Background: an optimization exercise with open tools, aiming at small area. Do not read the settings as production practice.
RTL that was checked went through simulation tests only; none was proved equivalent to the original.
Only the layout flow was run in run 3; the RTL was not checked for function there.
Power is estimated from default activity; no workload was simulated. The flow treats the clock pin as an ideal source, which a real chip does not have.

[flow/flow/run.sh]
#!/bin/bash
# Standard layout, with the port buffers made from the smallest buffer and CTS without dummy loads.
set -euo pipefail
cat >> config.mk <<'EOC'
export BUFFER_PORTS_ARGS = -buffer_cell sky130_fd_sc_hd__buf_1
export CTS_ARGS = -sink_clustering_enable -repair_clock_nets -dont_use_dummy_load
EOC
bash standard.sh > flow_make.log 2>&1
[flow/standard.sh]
#!/bin/bash
# synth_recipe.tcl (not shown) runs the flow's synth.tcl, then flattens the netlist and writes it again
# the make line also repeats each setting of config.mk as NAME=value (left out here)
make -C /OpenROAD-flow-scripts/flow DESIGN_CONFIG=/design/flow/config.mk WORK_HOME=/design/flow/orfs CLKGATE_MAP_FILE= SYNTH_SCRIPT=/design/flow/synth_recipe.tcl "${@:-finish}"
[flow/config.mk]
export PLATFORM = sky130hd
export DESIGN_NAME = sha1_stream_packer
export DESIGN_NICKNAME = sha1_stream_packer
export VERILOG_FILES = /design/flow/design.v
export SDC_FILE = /design/flow/constraint.sdc
export NUM_CORES = 4
export LEC_CHECK = 0
export CAP_MARGIN = 20
export CORE_MARGIN = 2
export CORE_UTILIZATION = 60
export SLEW_MARGIN = 20
export BUFFER_PORTS_ARGS = -buffer_cell sky130_fd_sc_hd__buf_1
export CTS_ARGS = -sink_clustering_enable -repair_clock_nets -dont_use_dummy_load
[flow/constraint.sdc]
create_clock -name core_clock -period 5.0 [get_ports {clk}]
set_input_delay 1.0000 -clock core_clock [delete_from_list [all_inputs] [get_ports {clk}]]
set_output_delay 1.0000 -clock core_clock [all_outputs]
set_load 0.01 [all_outputs]
[flow/design.v]
package sha1_stream_pkg;
  localparam int IN_BYTES  = 4;
  localparam int OUT_BYTES = 64;
  localparam int WORDS     = OUT_BYTES / IN_BYTES;
  localparam int IDX_W     = $clog2(WORDS);
  localparam int IN_W      = 8 * IN_BYTES;
  localparam int OUT_W     = 8 * OUT_BYTES;
endpackage
module sha1_beat_slot
(
  input  logic          clk,
  input  logic          reset,
  input  logic          i_load,
  input  logic [511:0]  i_data,
  input  logic [3:0]    i_lane,     
  input  logic [3:0]    i_lkeep,    
  input  logic          i_last,
  input  logic          i_ready,
  output logic          o_valid,
  output logic [511:0]  o_data,
  output logic [63:0]   o_keep,
  output logic          o_last
);
  logic         r_valid;
  logic [511:0] r_data;
  logic [3:0]   r_lane;
  logic [3:0]   r_lkeep;
  logic         r_last;
  always_ff @(posedge clk or posedge reset) begin
    if (reset)            r_valid <= 1'b0;
    else if (i_load)      r_valid <= 1'b1;
    else if (i_ready)     r_valid <= 1'b0;
  end
  always_ff @(posedge clk) begin
    if (i_load) begin
      r_data  <= i_data;
      r_lane  <= i_lane;
      r_lkeep <= i_lkeep;
      r_last  <= i_last;
    end
  end
  always_comb begin
    for (int j = 0; j < 16; j++) begin
      for (int b = 0; b < 4; b++) begin
        o_keep[4*j+b] = (j < r_lane) || ((j == r_lane) && r_lkeep[b]);
      end
    end
  end
  assign o_valid = r_valid;
  assign o_data  = r_data;
  assign o_last  = r_last;
endmodule
module sha1_stream_packer
(
  input  logic                 clk,
  input  logic                 reset,
  output logic                 o_tready_in,
  input  logic                 i_tvalid_in,
  input  logic [sha1_stream_pkg::IN_W-1:0]      i_tdata_in,
  input  logic [sha1_stream_pkg::IN_BYTES-1:0]  i_tkeep_in,
  input  logic                 i_tlast_in,
  input  logic                 i_tready_out,
  output logic                 o_tvalid_out,
  output logic [sha1_stream_pkg::OUT_W-1:0]     o_tdata_out,
  output logic [sha1_stream_pkg::OUT_BYTES-1:0] o_tkeep_out,
  output logic                 o_tlast_out
);
  logic [3:0]   r_idx;
  logic         r_done;
  logic         r_clean;       
  logic [511:0] r_data;
  logic [3:0]   r_lkeep;       
  logic         r_last;        
  logic         w_slot_valid, w_slot_free, w_xfer, w_accept, w_tready_in;
  logic [3:0]   w_base_idx;
  logic [3:0]   w_wkeep;
  logic [31:0]  w_wdata;
  logic [15:0]  w_we;
  assign w_slot_free = !w_slot_valid || i_tready_out;
  assign w_xfer      = r_done && w_slot_free;
  assign w_tready_in = !reset && (!r_done || w_slot_free);
  assign w_accept    = i_tvalid_in && w_tready_in;
  assign w_base_idx  = w_xfer ? 4'd0 : r_idx;
  assign w_wkeep     = i_tlast_in ? i_tkeep_in : 4'hF;
  always_comb begin
    for (int b = 0; b < 4; b++) w_wdata[8*b +: 8] = i_tdata_in[8*b +: 8] & {8{w_wkeep[b]}};
  end
  logic        w_clr;
  logic [31:0] w_wdata_hi;
  assign w_clr      = w_xfer || !r_clean;
  assign w_wdata_hi = w_wdata & {32{!w_clr}};
  always_comb begin
    for (int k = 0; k < 16; k++) w_we[k] = w_accept && (w_base_idx == k);
  end
  always_ff @(posedge clk) begin
    if (w_we[0]) r_data[31:0] <= w_wdata;
    for (int k = 1; k < 16; k++)
      if (w_we[k] || w_clr) r_data[32*k +: 32] <= w_wdata_hi;
    if (w_accept) begin
      r_lkeep <= w_wkeep;
      r_last  <= i_tlast_in;
    end
  end
  always_ff @(posedge clk or posedge reset) begin
    if (reset) begin
      r_idx   <= 4'd0;
      r_done  <= 1'b0;
      r_clean <= 1'b0;
    end else begin
      r_clean <= 1'b1;
      if (w_accept) begin
        r_idx  <= w_base_idx + 4'd1;
        r_done <= i_tlast_in || (w_base_idx == 4'd15);
      end else begin
        r_idx  <= w_base_idx;
        r_done <= r_done && !w_xfer;
      end
    end
  end
  sha1_beat_slot u_slot (
    .clk     (clk),
    .reset   (reset),
    .i_load  (w_xfer),
    .i_data  (r_data),
    .i_lane  (r_idx - 4'd1),
    .i_lkeep (r_lkeep),
    .i_last  (r_last),
    .i_ready (i_tready_out),
    .o_valid (w_slot_valid),
    .o_data  (o_tdata_out),
    .o_keep  (o_tkeep_out),
    .o_last  (o_tlast_out)
  );
  assign o_tready_in  = w_tready_in;
  assign o_tvalid_out = w_slot_valid;
endmodule
==> results of run 1 <==
[final cells by class]
type / instances / area share
flip-flops and latches: 1045 / 0.808
repair buffers: 644 / 0.0680
clock buffers: 96 / 0.0619
multi-input cells: 224 / 0.0385
well taps: 696 / 0.0225
inverters: 7 / 0.000678
diodes: 3 / 0.000194
[power breakdown]
part | internal (uW) | total, uW | switching [uW]
logic | 242 | 1090 | 847
registers | 10500 | 10800 | 337
clock network | 3360 | 6080 | 2720
total | 14100 | 18000 | 3900
[cells in the final DEF, fill, tap and decap left out, types with 2 or more instances in the layout]
master / n
o21ai_0: 4
buf_12: 10
edfxtp_1: 1038
nor3_1: 5
diode_2: 3
nand2b_1: 7
nand2_1: 27
o21bai_1: 12
a21oi_1: 7
a21o_1: 5
and2_1: 64
nor2b_1: 3
xor2_1: 2
or4_1: 2
a22oi_1: 3
o21ai_4: 13
o31ai_4: 2
clkbuf_16: 96
buf_4: 15
buf_1: 619
dfrtp_1: 7
nand3b_1: 2
nor2_1: 25
nand3_1: 9
o21a_1: 4
a21boi_0: 12
inv_1: 7
nor4_1: 2
[synth_stat cells (all sizes together)]
master   count  area, um2
or3          1       6.26
nand2       27        101
a21boi      13       97.6
and2        65        407
dfrtp        7        175
o21ai       17       85.1
o21a         4       30.0
and3b        1       8.76
a21o         5       37.5
nor3         5       25.0
nor2b        3       18.8
inv          7       26.3
nand3        9       45.0
nand4        1       6.26
ha           1       12.5
conb         1       3.75
a22oi        3       22.5
buf          5       25.0
nor4         2       12.5
nor2        26       97.6
and3         1       6.26
o21bai      12       90.1
a21oi        7       35.0
edfxtp    1038      31200
xnor2        1       8.76
nand2b       7       43.8
clkbuf      26       97.6
a31oi        1       6.26
o31ai        3       22.5
or4          3       26.3
a2bb2oi      1       8.76
xor2         2       17.5
nand3b       2       15.0
[sequential cells by signal, indices dropped and copies added, names as in the netlist]
| name | flops |
|---|---|
| u_slot.r_lane | 4 |
| r_idx | 4 |
| r_lkeep | 4 |
| u_slot.r_lkeep | 4 |
| u_slot.r_valid | 1 |
| r_data | 512 |
| u_slot.r_data | 512 |
| u_slot.r_last | 1 |
| r_done | 1 |
| r_last | 1 |
| r_clean | 1 |
[worst register-to-register path, delay by kind of cell, from the launching register on]
family / cells / cell delay (ns)
AND/OR/NAND/NOR: 2 / 0.91
AO/OA/AOI/OAI: 1 / 0.67
flip-flops: 1 / 0.54
buffers and inverters: 1 / 0.38
[logic make-up (layout without fill, tap and decap cells)]
| logic type | after synthesis | in the layout | synth area share |
|---|---|---|---|
| AOI/OAI and AO/OA | 66 | 66 | 0.0133 |
| xor gates and xnor gates | 3 | 3 | 0.000801 |
| adders and majority gates | 1 | 1 | 0.000382 |
| buffers and inverters | 38 | 747 | 0.00454 |
| DFF | 1045 | 1045 | 0.956 |
| other | 1 | 4 | 0.000114 |
| and+or+nand+nor | 153 | 153 | 0.0250 |
[worst paths after layout]
path,start,end,slack (ns),depth (start not counted)
max in group asynchronous,reset,r_clean,4.36,2
min in group asynchronous,reset,r_done,0.40,2
min reg2reg,r_data[217],u_slot.r_data[217],0.37,0
max reg2reg,r_done,r_data[87],2.16,4
min,r_data[217],u_slot.r_data[217],0.37,0
max,u_slot.r_lane[3],o_tkeep_out[53],1.39,3
[layer usage]
metal | GRT usage | vias up | part of all wire
met5 | 0 | - | 0.00016
met4 | 0.103 | 2 | 0.031
met3 | 0.0715 | 121 | 0.093
met2 | 0.446 | 931 | 0.48
met1 | 0.407 | 7927 | 0.39
li1 | - | 6501 | -
[stage by stage]
step	instance area, um2	hold slack [ns]	util	power (uW)	cells
finish	38800	0.371	0.719	18000	2715
global route	38800	0.384	0.719	18500	2714
CTS	38800	0.373	0.719	18100	2712
detailed placement	36400	0.405	0.675	12100	2616
global placement	36400	0.400	0.675	12100	2616
floorplan	32800	0.400	-	11400	1307
==> impl_table.tex, run 1 <==
\begin{tabular}{lr}
\hline
Metric & Value \\
\hline
\multicolumn{2}{l}{\textbf{Outcome}} \\
Result of the run & finished clean \\
\multicolumn{2}{l}{\textbf{Floorplanning}} \\
Vertical die dimension & 238 um \\
Row cnt & 85 \\
Total die area & 56500 um2 \\
Floorplan core area & 53900 um2 \\
Initial core utilization & 0.608 \\
Die W & 238 um \\
Number of I/O pins & 620 \\
\multicolumn{2}{l}{\textbf{Placement}} \\
GP Congestion & 0.953 \\
Post-placement worst setup slack & 1.55 ns \\
Placed wire-length estimate after detailed placement & 54.2 mm \\
Number of port buffers & 619 \\
\multicolumn{2}{l}{\textbf{Global routing}} \\
Number of antenna violations at the first check in global routing & 4 \\
Number of global-route vias before repair & 14711 \\
Global-route congestion overflow total & 0 \\
GR Util All Layers & 0.288 \\
First-pass GRT wire length & 110 mm \\
Maximum number of pins on one net before global-route repair & 139 \\
\multicolumn{2}{l}{\textbf{Synthesis}} \\
Netlist area before placement & 32800 um2 \\
Yosys cell types & 36 \\
Number of storage elements in the synthesis netlist & 1045 \\
Average cell area after synthesis & 25.1 um2 \\
Sequential element share of the synthesized area & 0.956 \\
Number of cells produced by synthesis & 1307 \\
Total number of yosys warnings & 2 \\
Synth Net Count & 1349 \\
\multicolumn{2}{l}{\textbf{Setup path}} \\
Crit path max-delay family & flip-flops \\
Biggest fanout along the worst timing path & 34 \\
Setup CP Type & register to output pin \\
Slowest stage cell, crit path & edfxtp\_1 \\
Data required time of the critical path & 4.00 ns \\
Critical Path End Type & output pin \\
Critical Path Start Type & register \\
Largest stage delay, worst path & 0.91 ns \\
Worst path arrival time & 2.61 ns \\
Worst-path cell chain & nand2\_1, nor2\_1, buf\_1 \\
CP bufs+invs & 1 \\
\multicolumn{2}{l}{\textbf{Layout}} \\
Number of nets in the final layout & 2060 \\
Combined area of the multi-input logic cells & 1490 um2 \\
Share of layout cells above drive strength 1 & 0.0694 \\
Fillcell total & 3254 \\
Sequential cell area & 31300 um2 \\
Area added between synthesis and finish & 18.3\% \\
\multicolumn{2}{l}{\textbf{CTS}} \\
Post-CTS Resized & 0 \\
Htree depth & 3 \\
CTS Buf Count & 96 \\
Number of buffers on the longest clock path & 3 \\
\# clock sinks & 1045 \\
CTS clock-pin slew for the worst setup and hold paths & 0.06 ns \\
CTS tree & yes \\
CTS Root Buffer Type & clkbuf\_16 \\
Latest clock arrival within the worst-skew pair & 0.64 ns \\
Post-CTS Setup Repair Bufs & 0 \\
Number of hold buffers added after CTS & 0 \\
\multicolumn{2}{l}{\textbf{Timing}} \\
Final setup violation count & 0 \\
RSZ-0062 raised after global routing & no \\
Worst setup slack after layout & 1.39 ns \\
Hold Vio Cnt, Final & 0 \\
Total Negative Setup Slacks & 0 ns \\
Final critical delay including setup and external delays & 3.61 ns \\
Worst slew slack as a fraction of its limit & 0.309 \\
Max Fclk & 277 MHz \\
Slew of the pin with the lowest slew margin & 1.03 ns \\
Crit share post-route & 0.721 \\
Setup skew after layout & 0.0581 ns \\
Final number of max-transition violations & 0 \\
\multicolumn{2}{l}{\textbf{Detailed routing}} \\
DR DRC count & 0 \\
Total number of vias & 15482 \\
Number of DRC markers in iteration 0 & 1697 \\
Iteration count of the initial detailed-routing pass & 6 \\
Average via count per standard cell & 5.70 \\
Routed Wire Length & 82.1 mm \\
Antenna Violating Nets Remaining & 0 \\
WL/cell & 30.2 um \\
\multicolumn{2}{l}{\textbf{Pwr}} \\
Power Dens Cells & 463 nW/um2 \\
VDD IR-drop max & 0.000270 V \\
Static Leakage & 0.0129 uW \\
\multicolumn{2}{l}{\textbf{Hold path}} \\
Worst hold path type & register to register \\
\multicolumn{2}{l}{\textbf{Job}} \\
Count of max-cap constraint violations & 0 \\
\hline
\end{tabular}
==> inputs of run 2 (changes only) <==
==> flow/flow/run.sh (replaced) <==
#!/bin/bash
# Standard layout, with the port buffers made from the smallest buffer and a leaner clock tree.
set -euo pipefail
cat >> config.mk <<'EOC'
export BUFFER_PORTS_ARGS = -buffer_cell sky130_fd_sc_hd__buf_1
export CTS_ARGS = -sink_clustering_enable -repair_clock_nets -dont_use_dummy_load -buf_list {sky130_fd_sc_hd__clkbuf_8 sky130_fd_sc_hd__clkbuf_16} -root_buf sky130_fd_sc_hd__clkbuf_16 -sink_clustering_size 20 -sink_clustering_max_diameter 50
EOC
bash standard.sh > flow_make.log 2>&1
--- a/flow/config.mk
+++ b/flow/config.mk
@@ -10,4 +10,4 @@
 export CORE_UTILIZATION = 60
 export SLEW_MARGIN = 20
 export BUFFER_PORTS_ARGS = -buffer_cell sky130_fd_sc_hd__buf_1
-export CTS_ARGS = -sink_clustering_enable -repair_clock_nets -dont_use_dummy_load
+export CTS_ARGS = -sink_clustering_enable -repair_clock_nets -dont_use_dummy_load -buf_list {sky130_fd_sc_hd__clkbuf_8 sky130_fd_sc_hd__clkbuf_16} -root_buf sky130_fd_sc_hd__clkbuf_16 -sink_clustering_size 20 -sink_clustering_max_diameter 50
==> run 2 against run 1 <==
Via count decreased by 0.16%. Critical path depth unchanged. Still clean on timing, DRC and antenna. Clock power decreased by 13%. Worst hold slack got worse by 0.0045 ns. Register-to-register slack improved by 0.02 ns. Critical path type unchanged. Power decreased by 4.3%. Core utilization decreased by 0.89 points. Sequential power about the same. Largest power group unchanged. Non-clock buffer count unchanged. Cell count decreased by 0.77%. Combinational power about the same. Clock skew increased by 0.0042 ns.
==> impl_table.tex, run 2 <==
\begin{tabular}{lr}
\hline
Metric & Value \\
\hline
\multicolumn{2}{l}{\textbf{Outcome}} \\
Result of the run & finished clean \\
\multicolumn{2}{l}{\textbf{Synthesis}} \\
Yosys cell types & 36 (unchanged) \\
Async SR Flop Fraction & 0.00670 (unchanged) \\
Synth Flop Type & edfxtp\_1 \\
Number of synthesized flops with an enable pin & 1038 (unchanged) \\
Leading cell types by total area after synthesis & edfxtp\_1, and2\_1, dfrtp\_1, nand2\_1, clkbuf\_1 \\
Area leader, netlist & edfxtp\_1 \\
List of most frequent post-synthesis cells & edfxtp\_1, and2\_1, nand2\_1 \\
Fraction of the mapped netlist area in adder cells & 0.000382 (unchanged) \\
Synth Net Count & 1349 (unchanged) \\
Share of cell area taken by muxes after synthesis & 0 (unchanged) \\
Fraction of synthesized cell area taken by the top area cell type & 0.951 (unchanged) \\
Main combinational cell family by area after synthesis & simple AND/OR/NAND/NOR gates \\
Average cell area after synthesis & 25.1 um2 (unchanged) \\
Xor and xnor area share after synthesis & 0.000801 (unchanged) \\
Post-synthesis simple-gate area fraction & 0.0250 (unchanged) \\
Sequential element share of the synthesized area & 0.956 (unchanged) \\
Synth Area in Compound Gates & 0.0133 (unchanged) \\
Number of cells produced by synthesis & 1307 (unchanged) \\
Most instantiated library cell after synthesis & edfxtp\_1 \\
Total number of yosys warnings & 2 (unchanged) \\
Number of storage elements in the synthesis netlist & 1045 (unchanged) \\
Netlist area before placement & 32800 um2 (unchanged) \\
\multicolumn{2}{l}{\textbf{Detailed routing}} \\
Total number of vias & 15458 (-0.16\%) \\
Antenna Violating Nets Remaining & 0 (unchanged) \\
Iteration count of the initial detailed-routing pass & 5 (-1) \\
DR DRC count & 0 (unchanged) \\
Average via count per standard cell & 5.74 (+0.62\%) \\
Number of DRC markers in iteration 0 & 1786 (+5.2\%) \\
WL/cell & 30.3 um (+0.38\%) \\
Routed Wire Length & 81.7 mm (-0.39\%) \\
\multicolumn{2}{l}{\textbf{Timing}} \\
Max Fclk & 281 MHz (+1.2\%) \\
Final setup violation count & 0 (unchanged) \\
Hold Vio Cnt, Final & 0 (unchanged) \\
Final-layout worst hold slack & 0.367 ns (-0.00452 ns) \\
RSZ-0062 raised after global routing & no \\
Crit share post-route & 0.713 (-0.00828) \\
Final critical delay including setup and external delays & 3.56 ns (-0.0414 ns) \\
Worst slew slack as a fraction of its limit & 0.298 (-0.0114) \\
Worst setup slack after layout & 1.44 ns (+0.0414 ns) \\
Setup skew after layout & 0.0623 ns (+0.00416 ns) \\
Final number of max-transition violations & 0 (unchanged) \\
Slew of the pin with the lowest slew margin & 1.05 ns (+0.0170 ns) \\
\multicolumn{2}{l}{\textbf{Floorplanning}} \\
Initial core utilization & 0.608 (unchanged) \\
Vertical die dimension & 238 um (unchanged) \\
Total die area & 56500 um2 (unchanged) \\
Number of I/O pins & 620 (unchanged) \\
Die W & 238 um (unchanged) \\
Floorplan core area & 53900 um2 (unchanged) \\
Row cnt & 85 (unchanged) \\
\multicolumn{2}{l}{\textbf{Setup path}} \\
Crit path max-delay family & simple AND/OR/NAND/NOR gates \\
Biggest fanout along the worst timing path & 34 (unchanged) \\
Setup CP Type & register to output pin \\
Setup crit start & u\_slot.r\_lane[3] \\
Largest stage delay, worst path & 0.94 ns (+0.03 ns) \\
Worst-path cell chain & nor2\_1, nand2\_1, buf\_1 \\
Worst path arrival time & 2.56 ns (-0.05 ns) \\
Launch instance of the worst register-to-register path & r\_done \\
Data required time of the critical path & 4.00 ns (about the same) \\
CP bufs+invs & 1 (unchanged) \\
Critical Path Start Type & register \\
Critical Path End Type & output pin \\
Slowest stage cell, crit path & nor2\_1 \\
\multicolumn{2}{l}{\textbf{Layout}} \\
Count of non-filler cells in the finished layout & 2694 (-0.77\%) \\
Area added between synthesis and finish & 16.8\% \\
Fillcell total & 3303 (+1.5\%) \\
Most frequent standard cell in the layout excluding fill and tap cells & edfxtp\_1 \\
Final non-filler cell area & 38300 um2 (-1.2\%) \\
Largest registers ranked by flip-flop count & r\_data (512), u\_slot.r\_data (512) \\
Number of nets in the final layout & 2041 (-0.92\%) \\
Leading cell types in the layout, fill and taps excluded & edfxtp\_1, buf\_1, clkbuf\_16 \\
Utilization of the core after routing & 0.710 (-0.00891) \\
Share of layout cells above drive strength 1 & 0.0606 (-0.00885) \\
\multicolumn{2}{l}{\textbf{Hold path}} \\
Critical hold path startpoint & r\_data[369] \\
Worst hold path type & register to register \\
\multicolumn{2}{l}{\textbf{CTS}} \\
Latest clock arrival within the worst-skew pair & 0.63 ns (about the same) \\
Number of buffers on the longest clock path & 3 (unchanged) \\
CTS Buf Count & 77 (-20\%) \\
CTS Root Buffer Type & clkbuf\_16 \\
Post-CTS Setup Repair Bufs & 0 (unchanged) \\
Number of hold buffers added after CTS & 0 (unchanged) \\
CTS clock-pin slew for the worst setup and hold paths & 0.07 ns (about the same) \\
\# clock sinks & 1045 (unchanged) \\
Htree depth & 3 (unchanged) \\
CTS tree & yes \\
Post-CTS Resized & 0 (unchanged) \\
\multicolumn{2}{l}{\textbf{Placement}} \\
GP Congestion & 0.953 (unchanged) \\
Number of port buffers & 619 (unchanged) \\
Post-placement worst setup slack & 1.55 ns (unchanged) \\
Placed Cells & 2616 (unchanged) \\
Placed wire-length estimate after detailed placement & 54.2 mm (unchanged) \\
Post-DP Area & 36400 um2 (unchanged) \\
\multicolumn{2}{l}{\textbf{Global routing}} \\
First-pass GRT wire length & 110 mm (about the same) \\
Number of antenna violations at the first check in global routing & 2 (-2) \\
GR Util All Layers & 0.286 (-0.00185) \\
Maximum number of pins on one net before global-route repair & 139 (unchanged) \\
Global-route congestion overflow total & 0 (unchanged) \\
Number of global-route vias before repair & 14594 (-0.80\%) \\
\multicolumn{2}{l}{\textbf{Pwr}} \\
VDD IR-drop max & 0.000385 V (+42\%) \\
Static Leakage & 0.0127 uW (-1.8\%) \\
Power Dens Cells & 449 nW/um2 (-3.1\%) \\
\multicolumn{2}{l}{\textbf{Job}} \\
Count of max-cap constraint violations & 0 (unchanged) \\
\hline
\end{tabular}
run 2: cell counts after synthesis:
Identical to the previous run, type by type.
run 2: where the power goes:
group	switching, uW	total (uW)	internal [uW]
sequential	336	10800	10500
combinational	848	1090	242
clock	2590	5310	2720
run 2: through the flow:
stage,setup TNS (ns),power (uW)
finish,0,17200
global route,0,17700
CTS,0,17300
detailed placement,0,12100
global placement,0,12100
floorplan,-156.38,11400
run 2: kinds of logic (layout without fill, tap and decap cells):
logic type | Yosys count | in the layout
buf+inv | 38 | 728
xor+xnor | 3 | 3
compound gates | 66 | 66
flops | 1045 | 1045
simple gates | 153 | 153
fa+ha+maj | 1 | 1
other cells | 1 | 2
run 2: layer usage:
layer | GRT usage | vias up | wire length (um)
li1 | - | 6450 | -
met1 | 0.412 | 8049 | 32800
met2 | 0.447 | 855 | 39600
met3 | 0.0655 | 102 | 7140
met4 | 0.0892 | 2 | 2210
met5 | 0 | - | 13
run 2: cell type report:
class | count | area (um2) | share of cell area
repair buffers | 644 | 2640 | 0.0688
inverters | 7 | 26.3 | 0.000686
clock buffers | 77 | 1930 | 0.0503
diodes | 1 | 2.50 | 0.0000653
flip-flops and latches | 1045 | 31300 | 0.818
multi-input cells | 224 | 1490 | 0.0390
well taps | 696 | 871 | 0.0227
run 2: final timing paths:
| check | to | slack, ns | cells past startpoint |
|---|---|---|---|
| setup / recovery | o_tkeep_out[2] | 1.44 | 3 |
| hold / removal | u_slot.r_data[369] | 0.37 | 0 |
| min in group asynchronous | r_clean | 0.43 | 2 |
| hold reg to reg | u_slot.r_data[369] | 0.37 | 0 |
| max in group asynchronous | r_idx[0] | 4.33 | 2 |
| setup reg to reg | r_data[68] | 2.18 | 4 |
==> inputs of run 3 (changes only) <==
--- a/flow/design.v
+++ b/flow/design.v
@@ -31,9 +31,11 @@
     else if (i_load)      r_valid <= 1'b1;
     else if (i_ready)     r_valid <= 1'b0;
   end
+  logic w_hold;
+  assign w_hold = !(i_load || (r_valid && i_ready));
   always_ff @(posedge clk) begin
+    r_data <= (r_data & {512{w_hold}}) | (i_data & {512{i_load}});
     if (i_load) begin
-      r_data  <= i_data;
       r_lane  <= i_lane;
       r_lkeep <= i_lkeep;
       r_last  <= i_last;
==> run 3 against run 2 <==
Power grew 9.5%. Synthesized cell count increased by 47%. Critical path type unchanged. Global-route usage rose by 5.7 points. Clock skew decreased by 0.016 ns. Cell count increased by 19%. Wire length increased by 22%. Largest cell class unchanged. Register-to-register slack got worse by 0.13 ns. Via count rose by 32%. Core utilization is 1.4 points lower.
==> impl_table.tex, run 3 <==
\begin{tabular}{lr}
\hline
Metric & Value \\
\hline
\multicolumn{2}{l}{\textbf{Outcome}} \\
Result of the run & finished clean \\
\multicolumn{2}{l}{\textbf{Synthesis}} \\
Synth Area in Compound Gates & 0.149 (+0.136) \\
Average cell area after synthesis & 17.1 um2 (-32\%) \\
Number of cells produced by synthesis & 1923 (+47\%) \\
Async SR Flop Fraction & 0.00670 (unchanged) \\
Area leader, netlist & edfxtp\_1 \\
Post-synthesis simple-gate area fraction & 0.0237 (-0.00130) \\
Xor and xnor area share after synthesis & 0.00106 (+0.000262) \\
Total number of yosys warnings & 2 (unchanged) \\
Netlist area before placement & 33000 um2 (+0.50\%) \\
Sequential element share of the synthesized area & 0.796 (-0.160) \\
Number of storage elements in the synthesis netlist & 1045 (unchanged) \\
Share of cell area taken by muxes after synthesis & 0.000683 (+0.000683) \\
Fraction of the mapped netlist area in adder cells & 0.000380 (-0.00000188) \\
List of most frequent post-synthesis cells & edfxtp\_1, a22o\_1, dfxtp\_1 \\
Most instantiated library cell after synthesis & edfxtp\_1 \\
Number of synthesized flops with an enable pin & 526 (-49\%) \\
Synth Net Count & 1965 (+46\%) \\
Main combinational cell family by area after synthesis & compound AO/OA/AOI/OAI gates \\
Synth Flop Type & edfxtp\_1 \\
Yosys cell types & 37 (+2.8\%) \\
Leading cell types by total area after synthesis & edfxtp\_1, dfxtp\_1, a22o\_1, buf\_6, and2\_1 \\
Fraction of synthesized cell area taken by the top area cell type & 0.479 (-0.471) \\
\multicolumn{2}{l}{\textbf{Global routing}} \\
Maximum number of pins on one net before global-route repair & 227 (+63\%) \\
GR Util All Layers & 0.343 (+0.0575) \\
Global-route congestion overflow total & 0 (unchanged) \\
Number of global-route vias before repair & 18729 (+28\%) \\
First-pass GRT wire length & 137 mm (+25\%) \\
Number of antenna violations at the first check in global routing & 11 (+9) \\
\multicolumn{2}{l}{\textbf{Timing}} \\
Max Fclk & 259 MHz (-7.8\%) \\
Total Negative Setup Slacks & 0 ns (unchanged) \\
Worst slew slack as a fraction of its limit & 0.207 (-0.0912) \\
Hold Vio Cnt, Final & 0 (unchanged) \\
Final setup violation count & 0 (unchanged) \\
Slew of the pin with the lowest slew margin & 1.19 ns (+0.141 ns) \\
RSZ-0062 raised after global routing & no \\
Crit share post-route & 0.773 (+0.0605) \\
Final critical delay including setup and external delays & 3.87 ns (+0.302 ns) \\
Setup skew after layout & 0.0462 ns (-0.0160 ns) \\
Final number of max-transition violations & 0 (unchanged) \\
Worst setup slack after layout & 1.13 ns (-0.302 ns) \\
\multicolumn{2}{l}{\textbf{Hold path}} \\
Worst hold path type & register to register \\
\multicolumn{2}{l}{\textbf{Floorplanning}} \\
Die W & 238 um (+0.24\%) \\
Floorplan core area & 54000 um2 (+0.20\%) \\
Total die area & 56800 um2 (+0.48\%) \\
Initial core utilization & 0.610 (+0.00181) \\
Number of I/O pins & 620 (unchanged) \\
Row cnt & 85 (unchanged) \\
Vertical die dimension & 238 um (+0.24\%) \\
\multicolumn{2}{l}{\textbf{Detailed routing}} \\
Routed Wire Length & 99.5 mm (+22\%) \\
Average via count per standard cell & 6.34 (+11\%) \\
Iteration count of the initial detailed-routing pass & 5 (unchanged) \\
DR DRC count & 0 (unchanged) \\
Antenna Violating Nets Remaining & 0 (unchanged) \\
Number of DRC markers in iteration 0 & 2465 (+38\%) \\
WL/cell & 31.0 um (+2.3\%) \\
Total number of vias & 20349 (+32\%) \\
\multicolumn{2}{l}{\textbf{Setup path}} \\
Capturing instance or port of the critical path & o\_tkeep\_out[57] \\
Data required time of the critical path & 4.00 ns (about the same) \\
Worst r2r path cells & 4 (unchanged) \\
Worst path arrival time & 2.87 ns (+0.31 ns) \\
Critical Path Start Type & register \\
CP bufs+invs & 1 (unchanged) \\
Slack of the worst reg-to-reg path & 2.05 ns (-0.13 ns) \\
Reg2Reg Capture Point & r\_data[187] \\
CP Depth & 3 (unchanged) \\
Setup crit start & u\_slot.r\_lane[3] \\
Setup CP Type & register to output pin \\
Launch instance of the worst register-to-register path & u\_slot.r\_valid \\
Crit path max-delay family & simple AND/OR/NAND/NOR gates \\
Worst-path cell chain & nand2\_1, nor2\_1, buf\_1 \\
Largest stage delay, worst path & 0.92 ns (-0.02 ns) \\
Slowest stage cell, crit path & edfxtp\_1 \\
Biggest fanout along the worst timing path & 34 (unchanged) \\
Critical Path End Type & output pin \\
\multicolumn{2}{l}{\textbf{Pwr}} \\
Static Leakage & 0.0141 uW (+12\%) \\
VDD IR-drop max & 0.000270 V (-30\%) \\
Power Dens Cells & 500 nW/um2 (+11\%) \\
Cell internal power dissipation & 13700 uW (+2.2\%) \\
Clock network fraction of design power & 0.281 (-0.028) \\
Switching portion of total power & 0.271 (+0.0516) \\
Logic pwr share & 0.131 (+0.068) \\
P\_sw & 5100 uW (+35\%) \\
Sequential Power Share & 0.588 (-0.040) \\
\multicolumn{2}{l}{\textbf{Placement}} \\
GP Congestion & 0.893 (-6.2\%) \\
Placed wire-length estimate after detailed placement & 65.7 mm (+21\%) \\
Post-placement worst setup slack & 1.22 ns (-0.335 ns) \\
Number of port buffers & 619 (unchanged) \\
\multicolumn{2}{l}{\textbf{CTS}} \\
CTS clock-pin slew for the worst setup and hold paths & 0.07 ns (about the same) \\
CTS tree & yes \\
\# clock sinks & 1045 (unchanged) \\
Latest clock arrival within the worst-skew pair & 0.63 ns (about the same) \\
Number of hold buffers added after CTS & 0 (unchanged) \\
Htree depth & 3 (unchanged) \\
Post-CTS Resized & 0 (unchanged) \\
Post-CTS Setup Repair Bufs & 0 (unchanged) \\
CTS Buf Count & 74 (-3.9\%) \\
Number of buffers on the longest clock path & 3 (unchanged) \\
CTS Root Buffer Type & clkbuf\_16 \\
\multicolumn{2}{l}{\textbf{Layout}} \\
Combined area of the multi-input logic cells & 5960 um2 (+300\%) \\
Largest registers ranked by flip-flop count & r\_data (512), u\_slot.r\_data (512) \\
Area added between synthesis and finish & 14.2\% \\
Fillcell total & 3689 (+12\%) \\
Most frequent standard cell in the layout excluding fill and tap cells & buf\_1 \\
Share of layout cells above drive strength 1 & 0.0569 (-0.00364) \\
Number of nets in the final layout & 2555 (+25\%) \\
Leading cell types in the layout, fill and taps excluded & buf\_1, edfxtp\_1, a22o\_1, dfxtp\_1, clkbuf\_16 \\
Sequential cell area & 26200 um2 (-16\%) \\
\multicolumn{2}{l}{\textbf{Job}} \\
Count of max-cap constraint violations & 0 (unchanged) \\
\hline
\end{tabular}
-- run 3: changes by cell type after synthesis, sizes merged, moves of 3 or more --
cell | previous run | this run
nand3 | 9 | 6
a22o | 0 | 512
dfxtp | 0 | 512
clkbuf | 26 | 50
buf | 5 | 91
edfxtp | 1038 | 526
a22oi | 3 | 0
or4 | 3 | 0
-- run 3: power groups by stage --
stage | clock [uW] | combinational (uW) | sequential [uW]
CTS | 5310 | 2460 | 11100
finish | 5280 | 2470 | 11100
global placement | 0 | 2420 | 11200
floorplan | 0 | 1150 | 11100
detailed placement | 0 | 2440 | 11200
global route | 5640 | 2640 | 11100
-- run 3: per-layer routing --
| layer | GRT usage | part of all wire | routed length (um) |
|---|---|---|---|
| met5 | 0 | 0 | 0 |
| met4 | 0.129 | 0.038 | 3740 |
| met3 | 0.0672 | 0.11 | 10500 |
| met2 | 0.527 | 0.46 | 46200 |
| met1 | 0.492 | 0.39 | 39100 |
-- run 3: layout make-up --
cell class              instances  share of cell area
diodes                          1           0.0000665
clock buffers                  74              0.0492
inverters                       7            0.000698
multi-input cells             730               0.158
flip-flops and latches       1045               0.697
well taps                     696              0.0231
repair buffers                655              0.0715
-- run 3: cell families (layout without fill, tap and decap cells) --
logic type | Yosys count | count (layout)
adders and majority gates | 1 | 1
DFF | 1045 | 1045
AOI/OAI and AO/OA | 577 | 577
and+or+nand+nor | 146 | 146
muxes | 1 | 1
xor gates and xnor gates | 4 | 4
buffers and inverters | 148 | 736
other | 1 | 2
-- run 3: worst min-delay path by stage --
stage | slack, ns | to | start | depth (start not counted)
after global routing | 0.40 | u_slot.r_last | r_last | 0
after CTS | 0.40 | u_slot.r_last | r_last | 0
after floorplan | 0.40 | u_slot.r_last | r_last | 0
final | 0.41 | u_slot.r_last | r_last | 0
after global placement | 0.40 | u_slot.r_last | r_last | 0
after detailed placement | 0.42 | u_slot.r_lkeep[2] | r_lkeep[2] | 0
-- run 3: stage by stage --
stage               cell area, um2  utilization  power, uW  hold WS, ns  std cells
floorplan                    33000            -      12300        0.400       1923
global placement             35700        0.660      13600        0.401       3130
detailed placement           35700        0.661      13700        0.421       3131
CTS                          37600        0.695      18800        0.403       3205
global route                 37600        0.696      19400        0.402       3208
finish                       37600        0.696      18800        0.410       3208
==> inputs of run 4 (changes only) <==
--- a/flow/design.v
+++ b/flow/design.v
@@ -31,11 +31,9 @@
     else if (i_load)      r_valid <= 1'b1;
     else if (i_ready)     r_valid <= 1'b0;
   end
-  logic w_hold;
-  assign w_hold = !(i_load || (r_valid && i_ready));
   always_ff @(posedge clk) begin
-    r_data <= (r_data & {512{w_hold}}) | (i_data & {512{i_load}});
     if (i_load) begin
+      r_data  <= i_data;
       r_lane  <= i_lane;
       r_lkeep <= i_lkeep;
       r_last  <= i_last;
==> flow/flow/run.sh (replaced) <==
#!/bin/bash
# Standard layout, with the port buffers made from the smallest buffer and a leaner clock tree.
set -euo pipefail
cat >> config.mk <<'EOC'
export BUFFER_PORTS_ARGS = -buffer_cell sky130_fd_sc_hd__buf_1
export CTS_ARGS = -sink_clustering_enable -repair_clock_nets -dont_use_dummy_load -buf_list {sky130_fd_sc_hd__clkbuf_4 sky130_fd_sc_hd__clkbuf_8 sky130_fd_sc_hd__clkbuf_16} -root_buf sky130_fd_sc_hd__clkbuf_16
EOC
bash standard.sh > flow_make.log 2>&1
==> flow/config.mk (replaced) <==
export PLATFORM = sky130hd
export DESIGN_NAME = sha1_stream_packer
export DESIGN_NICKNAME = sha1_stream_packer
export VERILOG_FILES = /design/flow/design.v
export SDC_FILE = /design/flow/constraint.sdc
export NUM_CORES = 4
export LEC_CHECK = 0
export CAP_MARGIN = 20
export CORE_MARGIN = 2
export CORE_UTILIZATION = 60
export SLEW_MARGIN = 20
export BUFFER_PORTS_ARGS = -buffer_cell sky130_fd_sc_hd__buf_1
export CTS_ARGS = -sink_clustering_enable -repair_clock_nets -dont_use_dummy_load -buf_list {sky130_fd_sc_hd__clkbuf_4 sky130_fd_sc_hd__clkbuf_8 sky130_fd_sc_hd__clkbuf_16} -root_buf sky130_fd_sc_hd__clkbuf_16
==> run 4 against run 3 <==
Critical endpoint is now o_tkeep_out[53]. Highest routed layer is now met5. Synthesized cell count shrank 32%. Wire length shrank 18%. Critical path type unchanged. Sequential share of layout area is 11 points higher. Largest cell class unchanged. Cell count decreased by 15%.
==> impl_table.tex, run 4 <==
\begin{tabular}{lr}
\hline
Metric & Value \\
\hline
\multicolumn{2}{l}{\textbf{Global routing}} \\
First-pass GRT wire length & 110 mm (-20\%) \\
Number of global-route vias before repair & 14711 (-21\%) \\
Number of antenna violations at the first check in global routing & 4 (-7) \\
Maximum number of pins on one net before global-route repair & 139 (-39\%) \\
GR Util All Layers & 0.288 (-0.0556) \\
Global-route congestion overflow total & 0 (unchanged) \\
\multicolumn{2}{l}{\textbf{CTS}} \\
\# clock sinks & 1045 (unchanged) \\
Post-CTS Resized & 0 (unchanged) \\
Post-CTS Setup Repair Bufs & 0 (unchanged) \\
Number of hold buffers added after CTS & 0 (unchanged) \\
CTS clock-pin slew for the worst setup and hold paths & 0.06 ns (about the same) \\
Latest clock arrival within the worst-skew pair & 0.64 ns (about the same) \\
CTS Root Buffer Type & clkbuf\_16 \\
CTS Buf Count & 96 (+30\%) \\
Htree depth & 3 (unchanged) \\
Number of buffers on the longest clock path & 3 (unchanged) \\
CTS tree & yes \\
\multicolumn{2}{l}{\textbf{Setup path}} \\
Worst path arrival time & 2.61 ns (-0.26 ns) \\
Critical Path End Type & output pin \\
Setup CP Type & register to output pin \\
Critical Path Start Type & register \\
Data required time of the critical path & 4.00 ns (about the same) \\
Biggest fanout along the worst timing path & 34 (unchanged) \\
\multicolumn{2}{l}{\textbf{Layout}} \\
Most frequent standard cell in the layout excluding fill and tap cells & edfxtp\_1 \\
Combined area of the multi-input logic cells & 1490 um2 (-75\%) \\
Share of layout cells above drive strength 1 & 0.0694 (+0.0125) \\
Area added between synthesis and finish & 18.3\% \\
Number of nets in the final layout & 2060 (-19\%) \\
Fillcell total & 3254 (-12\%) \\
Leading cell types in the layout, fill and taps excluded & edfxtp\_1, buf\_1, clkbuf\_16 \\
Sequential cell area & 31300 um2 (+20\%) \\
Final non-filler cell area & 38800 um2 (+3.1\%) \\
Largest registers ranked by flip-flop count & r\_data (512), u\_slot.r\_data (512) \\
\multicolumn{2}{l}{\textbf{Timing}} \\
RSZ-0062 raised after global routing & no \\
Final setup violation count & 0 (unchanged) \\
Max Fclk & 277 MHz (+7.2\%) \\
Setup skew after layout & 0.0581 ns (+0.0119 ns) \\
Total Negative Setup Slacks & 0 ns (unchanged) \\
Hold Vio Cnt, Final & 0 (unchanged) \\
Crit share post-route & 0.721 (-0.0522) \\
Worst slew slack as a fraction of its limit & 0.309 (+0.103) \\
Final number of max-transition violations & 0 (unchanged) \\
Final critical delay including setup and external delays & 3.61 ns (-0.261 ns) \\
Slew of the pin with the lowest slew margin & 1.03 ns (-0.158 ns) \\
\multicolumn{2}{l}{\textbf{Floorplanning}} \\
Row cnt & 85 (unchanged) \\
Die W & 238 um (-0.24\%) \\
Number of I/O pins & 620 (unchanged) \\
Initial core utilization & 0.608 (-0.00181) \\
Total die area & 56500 um2 (-0.48\%) \\
Floorplan core area & 53900 um2 (-0.20\%) \\
Vertical die dimension & 238 um (-0.24\%) \\
\multicolumn{2}{l}{\textbf{Placement}} \\
Placed wire-length estimate after detailed placement & 54.2 mm (-17\%) \\
Post-DP Area & 36400 um2 (+1.8\%) \\
GP Congestion & 0.953 (+6.7\%) \\
Number of port buffers & 619 (unchanged) \\
\multicolumn{2}{l}{\textbf{Detailed routing}} \\
Number of DRC markers in iteration 0 & 1697 (-31\%) \\
Iteration count of the initial detailed-routing pass & 6 (+1) \\
Routed Wire Length & 82.1 mm (-18\%) \\
Average via count per standard cell & 5.70 (-10\%) \\
DR DRC count & 0 (unchanged) \\
Total number of vias & 15482 (-24\%) \\
WL/cell & 30.2 um (-2.6\%) \\
Antenna Violating Nets Remaining & 0 (unchanged) \\
\multicolumn{2}{l}{\textbf{Synthesis}} \\
Fraction of synthesized cell area taken by the top area cell type & 0.951 (+0.471) \\
Number of synthesized flops with an enable pin & 1038 (+97\%) \\
Leading cell types by total area after synthesis & edfxtp\_1, and2\_1, dfrtp\_1, nand2\_1, clkbuf\_1 \\
Async SR Flop Fraction & 0.00670 (unchanged) \\
Number of cells produced by synthesis & 1307 (-32\%) \\
Synth Flop Type & edfxtp\_1 \\
Yosys cell types & 36 (-2.7\%) \\
Netlist area before placement & 32800 um2 (-0.49\%) \\
Average cell area after synthesis & 25.1 um2 (+46\%) \\
Number of storage elements in the synthesis netlist & 1045 (unchanged) \\
Synth Net Count & 1349 (-31\%) \\
Sequential element share of the synthesized area & 0.956 (+0.160) \\
Most instantiated library cell after synthesis & edfxtp\_1 \\
List of most frequent post-synthesis cells & edfxtp\_1, and2\_1, nand2\_1 \\
Area leader, netlist & edfxtp\_1 \\
Total number of yosys warnings & 2 (unchanged) \\
\multicolumn{2}{l}{\textbf{Pwr}} \\
VDD IR-drop max & 0.000270 V (+0.23\%) \\
Pwr Total & 18000 uW (-4.5\%) \\
Static Leakage & 0.0129 uW (-8.7\%) \\
Power Dens Cells & 463 nW/um2 (-7.4\%) \\
\multicolumn{2}{l}{\textbf{Job}} \\
Count of max-cap constraint violations & 0 (unchanged) \\
\multicolumn{2}{l}{\textbf{Hold path}} \\
Worst hold path type & register to register \\
\multicolumn{2}{l}{\textbf{Outcome}} \\
Result of the run & finished clean \\
\hline
\end{tabular}
## run 4: through the flow
step	util	cells	worst slack (ns)	hold slack, ns
after detailed placement	0.675	2616	1.55	0.405
after CTS	0.719	2712	1.47	0.373
after global placement	0.675	2616	1.61	0.400
final	0.719	2715	1.39	0.371
after global routing	0.719	2714	1.25	0.384
after floorplan	-	1307	-0.300	0.400
## run 4: kinds of logic (layout without fill, tap and decap cells)
kind of cell	after synthesis	after routing	synth area share
AOI/OAI and AO/OA	66	66	0.0133
and+or+nand+nor	153	153	0.0250
DFF	1045	1045	0.956
xor gates and xnor gates	3	3	0.000801
adders and majority gates	1	1	0.000382
buffers and inverters	38	747	0.00454
other	1	4	0.000114
## run 4: path summary, 6_finish.rpt
path / from / endpoint / slack, ns / cells after the start
max: u_slot.r_lane[3] / o_tkeep_out[53] / 1.39 / 3
min: r_data[217] / u_slot.r_data[217] / 0.37 / 0
max reg2reg: r_done / r_data[87] / 2.16 / 4
min reg2reg: r_data[217] / u_slot.r_data[217] / 0.37 / 0
max in group asynchronous: reset / r_clean / 4.36 / 2
min in group asynchronous: reset / r_done / 0.40 / 2
## run 4: report_power, final
part | leakage [uW] | internal, uW | switching, uW | total, uW
sequential | 0.0103 | 10500 | 337 | 10800
clock | 0.00118 | 3360 | 2720 | 6080
combinational | 0.00146 | 242 | 847 | 1090
total | 0.0129 | 14100 | 3900 | 18000
## run 4: final cells by class
class,count,share of cell area
Clock buffer,96,0.0619
Antenna cell,3,0.000194
Multi-Input combinational cell,224,0.0385
Inverter,7,0.000678
Timing Repair Buffer,644,0.0680
Tap cell,696,0.0225
Sequential cell,1045,0.808
## run 4: worst max-delay path, stage by stage (launching register included)
cell      delay (ns)
edfxtp_1        0.91
nand2_1         0.60
nor2_1          0.30
buf_1           0.19
## run 4: per-layer routing
metal	wire length [um]	vias up	part of all wire	global-route usage
met4	2520	2	0.031	0.103
met3	7650	121	0.093	0.0715
li1	-	6501	-	-
met2	39500	931	0.48	0.446
met1	32300	7927	0.39	0.407
met5	13	-	0.00016	0
==> inputs of run 5 (changes only) <==
==> flow/flow/run.sh (replaced) <==
#!/bin/bash
# Standard layout, with the port buffers made from the smallest buffer and a leaner clock tree.
set -euo pipefail
cat >> config.mk <<'EOC'
export BUFFER_PORTS_ARGS = -buffer_cell sky130_fd_sc_hd__buf_1
export CTS_ARGS = -sink_clustering_enable -repair_clock_nets -dont_use_dummy_load -buf_list {sky130_fd_sc_hd__clkbuf_16} -root_buf sky130_fd_sc_hd__clkbuf_16 -sink_clustering_size 25 -sink_clustering_max_diameter 70
EOC
bash standard.sh > flow_make.log 2>&1
--- a/flow/config.mk
+++ b/flow/config.mk
@@ -10,4 +10,4 @@
 export CORE_UTILIZATION = 60
 export SLEW_MARGIN = 20
 export BUFFER_PORTS_ARGS = -buffer_cell sky130_fd_sc_hd__buf_1
-export CTS_ARGS = -sink_clustering_enable -repair_clock_nets -dont_use_dummy_load -buf_list {sky130_fd_sc_hd__clkbuf_4 sky130_fd_sc_hd__clkbuf_8 sky130_fd_sc_hd__clkbuf_16} -root_buf sky130_fd_sc_hd__clkbuf_16
+export CTS_ARGS = -sink_clustering_enable -repair_clock_nets -dont_use_dummy_load -buf_list {sky130_fd_sc_hd__clkbuf_16} -root_buf sky130_fd_sc_hd__clkbuf_16 -sink_clustering_size 25 -sink_clustering_max_diameter 70
==> run 5 against run 4 <==
Synthesized area stayed put. Die area stayed put. Via count is 1.7% lower.
==> impl_table.tex, run 5 <==
\begin{tabular}{lr}
\hline
Metric & Value \\
\hline
\multicolumn{2}{l}{\textbf{Global routing}} \\
Number of antenna violations at the first check in global routing & 2 (-2) \\
Global-route congestion overflow total & 0 (unchanged) \\
GR Util All Layers & 0.282 (-0.00547) \\
First-pass GRT wire length & 108 mm (-1.6\%) \\
Maximum number of pins on one net before global-route repair & 139 (unchanged) \\
Number of global-route vias before repair & 14193 (-3.5\%) \\
\multicolumn{2}{l}{\textbf{CTS}} \\
CTS clock-pin slew for the worst setup and hold paths & 0.09 ns (+0.03 ns) \\
CTS tree & yes \\
Post-CTS Setup Repair Bufs & 0 (unchanged) \\
Number of hold buffers added after CTS & 0 (unchanged) \\
\# clock sinks & 1045 (unchanged) \\
Htree depth & 2 (-1) \\
Number of buffers on the longest clock path & 3 (unchanged) \\
CTS Buf Count & 48 (-50\%) \\
CTS Root Buffer Type & clkbuf\_16 \\
Latest clock arrival within the worst-skew pair & 0.61 ns (-0.03 ns) \\
Post-CTS Resized & 0 (unchanged) \\
\multicolumn{2}{l}{\textbf{Detailed routing}} \\
WL/cell & 30.4 um (+0.46\%) \\
Antenna Violating Nets Remaining & 0 (unchanged) \\
Total number of vias & 15221 (-1.7\%) \\
Number of DRC markers in iteration 0 & 1661 (-2.1\%) \\
Average via count per standard cell & 5.71 (+0.20\%) \\
Routed Wire Length & 80.9 mm (-1.4\%) \\
DR DRC count & 0 (unchanged) \\
Iteration count of the initial detailed-routing pass & 5 (-1) \\
\multicolumn{2}{l}{\textbf{Pwr}} \\
Static Leakage & 0.0123 uW (-4.6\%) \\
Power Dens Cells & 425 nW/um2 (-8.3\%) \\
VDD IR-drop max & 0.000283 V (+4.7\%) \\
\multicolumn{2}{l}{\textbf{Layout}} \\
Number of nets in the final layout & 2012 (-2.3\%) \\
Sequential cell area & 31300 um2 (unchanged) \\
Combined area of the multi-input logic cells & 1490 um2 (unchanged) \\
Area added between synthesis and finish & 14.6\% \\
Number of diodes added for antenna fixing & 0 (-3) \\
Most frequent standard cell in the layout excluding fill and tap cells & edfxtp\_1 \\
Fillcell total & 3383 (+4.0\%) \\
Share of layout cells above drive strength 1 & 0.0467 (-0.0227) \\
Largest registers ranked by flip-flop count & r\_data (512), u\_slot.r\_data (512) \\
Count of non-filler cells in the finished layout & 2664 (-1.9\%) \\
Leading cell types in the layout, fill and taps excluded & edfxtp\_1, buf\_1, and2\_1 \\
\multicolumn{2}{l}{\textbf{Setup path}} \\
Critical Path End Type & output pin \\
Critical Path Start Type & register \\
Worst-path cell chain & nand2\_1, nor2\_1, buf\_1 \\
Largest stage delay, worst path & 0.91 ns (about the same) \\
Setup CP Type & register to output pin \\
Data required time of the critical path & 4.00 ns (about the same) \\
Worst path arrival time & 2.59 ns (-0.02 ns) \\
Biggest fanout along the worst timing path & 34 (unchanged) \\
Slowest stage cell, crit path & edfxtp\_1 \\
Slack of the worst reg-to-reg path & 2.17 ns (about the same) \\
\multicolumn{2}{l}{\textbf{Synthesis}} \\
Fraction of synthesized cell area taken by the top area cell type & 0.951 (unchanged) \\
Most instantiated library cell after synthesis & edfxtp\_1 \\
Synth Net Count & 1349 (unchanged) \\
Total number of yosys warnings & 2 (unchanged) \\
Number of storage elements in the synthesis netlist & 1045 (unchanged) \\
List of most frequent post-synthesis cells & edfxtp\_1, and2\_1, nand2\_1 \\
Netlist area before placement & 32800 um2 (unchanged) \\
Number of synthesized flops with an enable pin & 1038 (unchanged) \\
Sequential element share of the synthesized area & 0.956 (unchanged) \\
Async SR Flop Fraction & 0.00670 (unchanged) \\
Leading cell types by total area after synthesis & edfxtp\_1, and2\_1, dfrtp\_1, nand2\_1, clkbuf\_1 \\
Average cell area after synthesis & 25.1 um2 (unchanged) \\
Yosys cell types & 36 (unchanged) \\
Number of cells produced by synthesis & 1307 (unchanged) \\
Synth Flop Type & edfxtp\_1 \\
Area leader, netlist & edfxtp\_1 \\
\multicolumn{2}{l}{\textbf{Floorplanning}} \\
Floorplan core area & 53900 um2 (unchanged) \\
Vertical die dimension & 238 um (unchanged) \\
Number of I/O pins & 620 (unchanged) \\
Row cnt & 85 (unchanged) \\
Initial core utilization & 0.608 (unchanged) \\
Die W & 238 um (unchanged) \\
Total die area & 56500 um2 (unchanged) \\
\multicolumn{2}{l}{\textbf{Outcome}} \\
Result of the run & finished clean \\
\multicolumn{2}{l}{\textbf{Timing}} \\
Max Fclk & 278 MHz (+0.35\%) \\
Worst setup slack after layout & 1.41 ns (+0.0128 ns) \\
RSZ-0062 raised after global routing & no \\
Worst slew slack as a fraction of its limit & 0.299 (-0.0105) \\
Final number of max-transition violations & 0 (unchanged) \\
Total Negative Setup Slacks & 0 ns (unchanged) \\
Crit share post-route & 0.719 (-0.00255) \\
Setup skew after layout & 0.0320 ns (-0.0261 ns) \\
Slew of the pin with the lowest slew margin & 1.05 ns (+0.0157 ns) \\
Final critical delay including setup and external delays & 3.59 ns (-0.0128 ns) \\
Final setup violation count & 0 (unchanged) \\
Hold Vio Cnt, Final & 0 (unchanged) \\
\multicolumn{2}{l}{\textbf{Placement}} \\
Placed wire-length estimate after detailed placement & 54.2 mm (unchanged) \\
GP Congestion & 0.953 (unchanged) \\
Post-placement worst setup slack & 1.55 ns (unchanged) \\
Number of port buffers & 619 (unchanged) \\
Placed Cells & 2616 (unchanged) \\
\multicolumn{2}{l}{\textbf{Job}} \\
Count of max-cap constraint violations & 0 (unchanged) \\
\multicolumn{2}{l}{\textbf{Hold path}} \\
Worst hold path type & input pin to asynchronous set/reset pin \\
\hline
\end{tabular}
[run 5: changes by cell type in the layout (fill, tap and decap cells not counted)]
| cell | previous run | this run |
|---|---|---|
| clkbuf_16 | 96 | 48 |
| diode_2 | 3 | 0 |
[run 5: worst max-delay path, delay by kind of cell, from the launching register on]
family | cells | cell delay [ns]
buffers and inverters | 1 | 0.19
flip-flops | 1 | 0.91
AND/OR/NAND/NOR | 2 | 0.89
[run 5: per-stage QoR]
stage               hold WS, ns   util  cell area, um2  total power, uW
floorplan                 0.400      -           32800            11400
global placement          0.400  0.675           36400            12100
detailed placement        0.405  0.675           36400            12100
CTS                       0.375  0.697           37600            16100
global route              0.398  0.697           37600            16500
finish                    0.396  0.697           37600            16000
[run 5: path summary, 6_finish.rpt]
kind                                   from                  to  depth (start not counted)
max                        u_slot.r_lane[3]     o_tkeep_out[53]                          3
min                                   reset            r_idx[0]                          2
min in group core_clock         r_data[187]  u_slot.r_data[187]                          0
min reg2reg                     r_data[187]  u_slot.r_data[187]                          0
max in group asynchronous             reset            r_idx[3]                          2
max reg2reg                          r_done          r_data[76]                          4
[run 5: final cells by class]
type                    count  area share
repair buffers            644      0.0702
flip-flops and latches   1045       0.834
well taps                 696      0.0232
inverters                   7    0.000699
clock buffers              48      0.0320
multi-input cells         224      0.0397
[run 5: routing by layer]
metal	wire (um)	up-vias	share of wire	global-route usage
met5	23	-	0.00028	0
li1	-	6393	-	-
met1	32400	7884	0.40	0.407
met3	7180	112	0.089	0.0691
met4	2420	4	0.030	0.0812
met2	38800	828	0.48	0.440
[run 5: report_power, final]
part | internal (uW) | switching, uW
Clock | 1720 | 2390
Combinational | 242 | 846
Sequential | 10400 | 334
[run 5: cells by family (layout without fill, tap and decap cells)]
logic type | Yosys count | count (layout) | synth area share
xor gates and xnor gates | 3 | 3 | 0.000801
and+or+nand+nor | 153 | 153 | 0.0250
AOI/OAI and AO/OA | 66 | 66 | 0.0133
other | 1 | 1 | 0.000114
buffers and inverters | 38 | 699 | 0.00454
DFF | 1045 | 1045 | 0.956
adders and majority gates | 1 | 1 | 0.000382
==> inputs of run 6 (changes only) <==
==> flow/flow/run.sh (replaced) <==
#!/bin/bash
# Standard layout, with the port buffers made from the smallest buffer and a leaner clock tree.
set -euo pipefail
cat >> config.mk <<'EOC'
export BUFFER_PORTS_ARGS = -buffer_cell sky130_fd_sc_hd__buf_1
export CTS_ARGS = -sink_clustering_enable -repair_clock_nets -dont_use_dummy_load -buf_list {sky130_fd_sc_hd__clkbuf_16} -root_buf sky130_fd_sc_hd__clkbuf_16 -sink_clustering_size 32 -sink_clustering_max_diameter 90
EOC
bash standard.sh > flow_make.log 2>&1
--- a/flow/config.mk
+++ b/flow/config.mk
@@ -10,4 +10,4 @@
 export CORE_UTILIZATION = 60
 export SLEW_MARGIN = 20
 export BUFFER_PORTS_ARGS = -buffer_cell sky130_fd_sc_hd__buf_1
-export CTS_ARGS = -sink_clustering_enable -repair_clock_nets -dont_use_dummy_load -buf_list {sky130_fd_sc_hd__clkbuf_16} -root_buf sky130_fd_sc_hd__clkbuf_16 -sink_clustering_size 25 -sink_clustering_max_diameter 70
+export CTS_ARGS = -sink_clustering_enable -repair_clock_nets -dont_use_dummy_load -buf_list {sky130_fd_sc_hd__clkbuf_16} -root_buf sky130_fd_sc_hd__clkbuf_16 -sink_clustering_size 32 -sink_clustering_max_diameter 90
==> run 6 against run 5 <==
Still clean on timing, DRC and antenna. Synthesized area stayed put. Fmax is 0.22% higher. Critical path depth stayed put. Power is 2.5% lower. Clock power is 9.8% lower. Synthesized cell count stayed put. Combinational power hardly changed. Register-to-register slack hardly changed. First-iteration DRC count is 1.3% lower. Largest cell class unchanged.
==> impl_table.tex, run 6 <==
\begin{tabular}{lr}
\hline
Metric & Value \\
\hline
\multicolumn{2}{l}{\textbf{Timing}} \\
Total Negative Setup Slacks & 0 ns (unchanged) \\
Final setup violation count & 0 (unchanged) \\
Max Fclk & 279 MHz (+0.22\%) \\
Worst setup slack after layout & 1.41 ns (+0.00798 ns) \\
Crit share post-route & 0.717 (-0.00160) \\
Slew of the pin with the lowest slew margin & 1.04 ns (-0.0102 ns) \\
Final critical delay including setup and external delays & 3.59 ns (-0.00798 ns) \\
RSZ-0062 raised after global routing & no \\
Final number of max-transition violations & 0 (unchanged) \\
Final-layout worst hold slack & 0.406 ns (+0.0108 ns) \\
Worst slew slack as a fraction of its limit & 0.306 (+0.00682) \\
Hold Vio Cnt, Final & 0 (unchanged) \\
Setup skew after layout & 0.0341 ns (+0.00206 ns) \\
\multicolumn{2}{l}{\textbf{Pwr}} \\
Clock network fraction of design power & 0.238 (-0.019) \\
Switching portion of total power & 0.224 (+0.00127) \\
Static Leakage & 0.0122 uW (-1.0\%) \\
VDD IR-drop max & 0.000297 V (+4.9\%) \\
P\_sw & 3490 uW (-2.0\%) \\
Cell internal power dissipation & 12100 uW (-2.7\%) \\
Sequential Power Share & 0.693 (+0.018) \\
Power Dens Cells & 417 nW/um2 (-1.9\%) \\
Logic pwr share & 0.070 (+0.002) \\
Pwr Total & 15600 uW (-2.5\%) \\
\multicolumn{2}{l}{\textbf{Layout}} \\
Number of nets in the final layout & 2002 (-0.50\%) \\
Leading cell types in the layout, fill and taps excluded & edfxtp\_1, buf\_1, and2\_1 \\
Most frequent standard cell in the layout excluding fill and tap cells & edfxtp\_1 \\
Fillcell total & 3413 (+0.89\%) \\
Largest registers ranked by flip-flop count & r\_data (512), u\_slot.r\_data (512) \\
Combined area of the multi-input logic cells & 1490 um2 (unchanged) \\
Share of layout cells above drive strength 1 & 0.0419 (-0.00487) \\
Count of non-filler cells in the finished layout & 2656 (-0.30\%) \\
Sequential cell area & 31300 um2 (unchanged) \\
Area added between synthesis and finish & 13.8\% \\
\multicolumn{2}{l}{\textbf{Outcome}} \\
Result of the run & finished clean \\
\multicolumn{2}{l}{\textbf{CTS}} \\
Number of hold buffers added after CTS & 0 (unchanged) \\
Number of buffers on the longest clock path & 3 (unchanged) \\
\# clock sinks & 1045 (unchanged) \\
CTS Buf Count & 38 (-21\%) \\
CTS clock-pin slew for the worst setup and hold paths & 0.12 ns (+0.03 ns) \\
CTS tree & yes \\
Latest clock arrival within the worst-skew pair & 0.61 ns (about the same) \\
Post-CTS Setup Repair Bufs & 0 (unchanged) \\
Htree depth & 2 (unchanged) \\
Post-CTS Resized & 0 (unchanged) \\
CTS Root Buffer Type & clkbuf\_16 \\
\multicolumn{2}{l}{\textbf{Synthesis}} \\
Fraction of synthesized cell area taken by the top area cell type & 0.951 (unchanged) \\
Synth Flop Type & edfxtp\_1 \\
Yosys cell types & 36 (unchanged) \\
Netlist area before placement & 32800 um2 (unchanged) \\
Most instantiated library cell after synthesis & edfxtp\_1 \\
Async SR Flop Fraction & 0.00670 (unchanged) \\
Number of synthesized flops with an enable pin & 1038 (unchanged) \\
Average cell area after synthesis & 25.1 um2 (unchanged) \\
Total number of yosys warnings & 2 (unchanged) \\
Number of cells produced by synthesis & 1307 (unchanged) \\
Leading cell types by total area after synthesis & edfxtp\_1, and2\_1, dfrtp\_1, nand2\_1, clkbuf\_1 \\
Synth Net Count & 1349 (unchanged) \\
List of most frequent post-synthesis cells & edfxtp\_1, and2\_1, nand2\_1 \\
Area leader, netlist & edfxtp\_1 \\
Number of storage elements in the synthesis netlist & 1045 (unchanged) \\
Sequential element share of the synthesized area & 0.956 (unchanged) \\
\multicolumn{2}{l}{\textbf{Detailed routing}} \\
DR DRC count & 0 (unchanged) \\
WL/cell & 30.4 um (about the same) \\
Iteration count of the initial detailed-routing pass & 5 (unchanged) \\
Antenna Violating Nets Remaining & 0 (unchanged) \\
Total number of vias & 15083 (-0.91\%) \\
Average via count per standard cell & 5.68 (-0.61\%) \\
Routed Wire Length & 80.7 mm (-0.24\%) \\
Number of DRC markers in iteration 0 & 1640 (-1.3\%) \\
\multicolumn{2}{l}{\textbf{Setup path}} \\
Slowest stage cell, crit path & nor2\_1 \\
Setup CP Type & register to output pin \\
Worst-path cell chain & nor2\_1, nand2\_1, buf\_1 \\
Critical Path End Type & output pin \\
Data required time of the critical path & 4.00 ns (about the same) \\
Critical Path Start Type & register \\
Biggest fanout along the worst timing path & 34 (unchanged) \\
Largest stage delay, worst path & 0.93 ns (+0.02 ns) \\
Worst path arrival time & 2.59 ns (about the same) \\
\multicolumn{2}{l}{\textbf{Floorplanning}} \\
Vertical die dimension & 238 um (unchanged) \\
Number of I/O pins & 620 (unchanged) \\
Row cnt & 85 (unchanged) \\
Die W & 238 um (unchanged) \\
Total die area & 56500 um2 (unchanged) \\
Initial core utilization & 0.608 (unchanged) \\
Floorplan core area & 53900 um2 (unchanged) \\
\multicolumn{2}{l}{\textbf{Global routing}} \\
Global-route congestion overflow total & 0 (unchanged) \\
First-pass GRT wire length & 107 mm (-0.79\%) \\
Number of global-route vias before repair & 14089 (-0.73\%) \\
Number of antenna violations at the first check in global routing & 3 (+1) \\
Maximum number of pins on one net before global-route repair & 139 (unchanged) \\
GR Util All Layers & 0.280 (-0.00192) \\
\multicolumn{2}{l}{\textbf{Placement}} \\
Placed wire-length estimate after detailed placement & 54.2 mm (unchanged) \\
GP Congestion & 0.953 (unchanged) \\
Placed Cells & 2616 (unchanged) \\
Number of port buffers & 619 (unchanged) \\
Post-placement worst setup slack & 1.55 ns (unchanged) \\
\multicolumn{2}{l}{\textbf{Job}} \\
Count of max-cap constraint violations & 0 (unchanged) \\
\multicolumn{2}{l}{\textbf{Hold path}} \\
Worst hold path type & input pin to asynchronous set/reset pin \\
\hline
\end{tabular}
==> run 6: cell types whose count changed in the layout (fill, tap and decap cells not counted) <==
cell and delta:
clkbuf_16 -10, diode_2 +2
==> run 6: power by group through the flow <==
| stage | clock, uW | sequential, uW | combinational, uW |
|---|---|---|---|
| after floorplan | 0 | 10900 | 475 |
| after global placement | 0 | 11000 | 1080 |
| after detailed placement | 0 | 11000 | 1090 |
| after CTS | 3760 | 10800 | 1100 |
| after global routing | 4020 | 10800 | 1160 |
| final | 3700 | 10800 | 1090 |
==> run 6: per-layer routing <==
layer  GRT usage  vias up  part of all wire
met3      0.0650       83             0.090
met2       0.441      822              0.48
met1       0.401     7802              0.40
met4      0.0856        2             0.029
li1            -     6374                 -
met5           0        -           0.00016
==> run 6: kinds of logic after synthesis <==
family / Yosys count / share of synthesized area
buf+inv: 38 / 0.00454
xor+xnor: 3 / 0.000801
other cells: 1 / 0.000114
simple gates: 153 / 0.0250
fa+ha+maj: 1 / 0.000382
flops: 1045 / 0.956
compound gates: 66 / 0.0133
==> run 6: per-stage QoR <==
stage | area, um2 | utilization
detailed placement | 36400 | 0.675
floorplan | 32800 | -
CTS | 37300 | 0.692
global route | 37300 | 0.692
finish | 37300 | 0.692
global placement | 36400 | 0.675
==> run 6: final cells by class <==
cell class                 instances  share of cell area
clock buffer                      38              0.0255
multi-input combinational        224              0.0400
inverter                           7            0.000704
antenna                            2            0.000134
sequential                      1045               0.840
tap                              696              0.0233
timing repair buffer             644              0.0706
==> run 6: worst max-delay path, delay by kind of cell (launching register included) <==
family | cells | cell delay (ns)
and+or+nand+nor | 2 | 1.06
DFF | 1 | 0.75
buffers and inverters | 1 | 0.17
==> run 6: path summary, 6_finish.rpt <==
kind / startpoint / end / slack [ns] / cells after the start
max in group asynchronous: reset / r_clean / 4.37 / 2
min in group core_clock: r_data[409] / u_slot.r_data[409] / 0.41 / 0
worst max register to register: r_done / r_data[68] / 2.18 / 4
worst max-delay path: u_slot.r_lane[3] / o_tkeep_out[0] / 1.41 / 3
worst min-delay path: reset / r_idx[2] / 0.41 / 2
worst min register to register: r_data[409] / u_slot.r_data[409] / 0.41 / 0

-- re-timing with driven ports --
The flow's constraints put no driver on any port. The routed layouts listed below were extracted and timed again, unchanged, in two steps. Step 1 sets driving cells, clkbuf_16 on the clock port and buf_2 on the other inputs (assumed; they add their load-dependent delay and slew). Step 2 times the ports against the registers' clock, not the clock port: input delays grow and output delays shrink by t, the midpoint of the rising clock arrivals with the driver on. Three values: ideal ports, drivers, drivers and shift; two values: the first two.
run	t (ns)	slack for setup (ns)	worst setup path after step 2	pins driven straight from the clock port
run 1	0.671	1.394 / 1.330 / 1.557	input to register	1
run 2	0.651	1.435 / 1.375 / 1.555	input to register	1
run 3	0.665	1.133 / 1.068 / 1.173	input to register	1
run 4	0.671	1.394 / 1.330 / 1.557	input to register	1
run 5	0.660	1.406 / 1.345 / 1.572	input to register	1
run 6	0.649	1.414 / 1.355 / 1.577	input to register	1
After both steps every run listed still meets setup and hold.
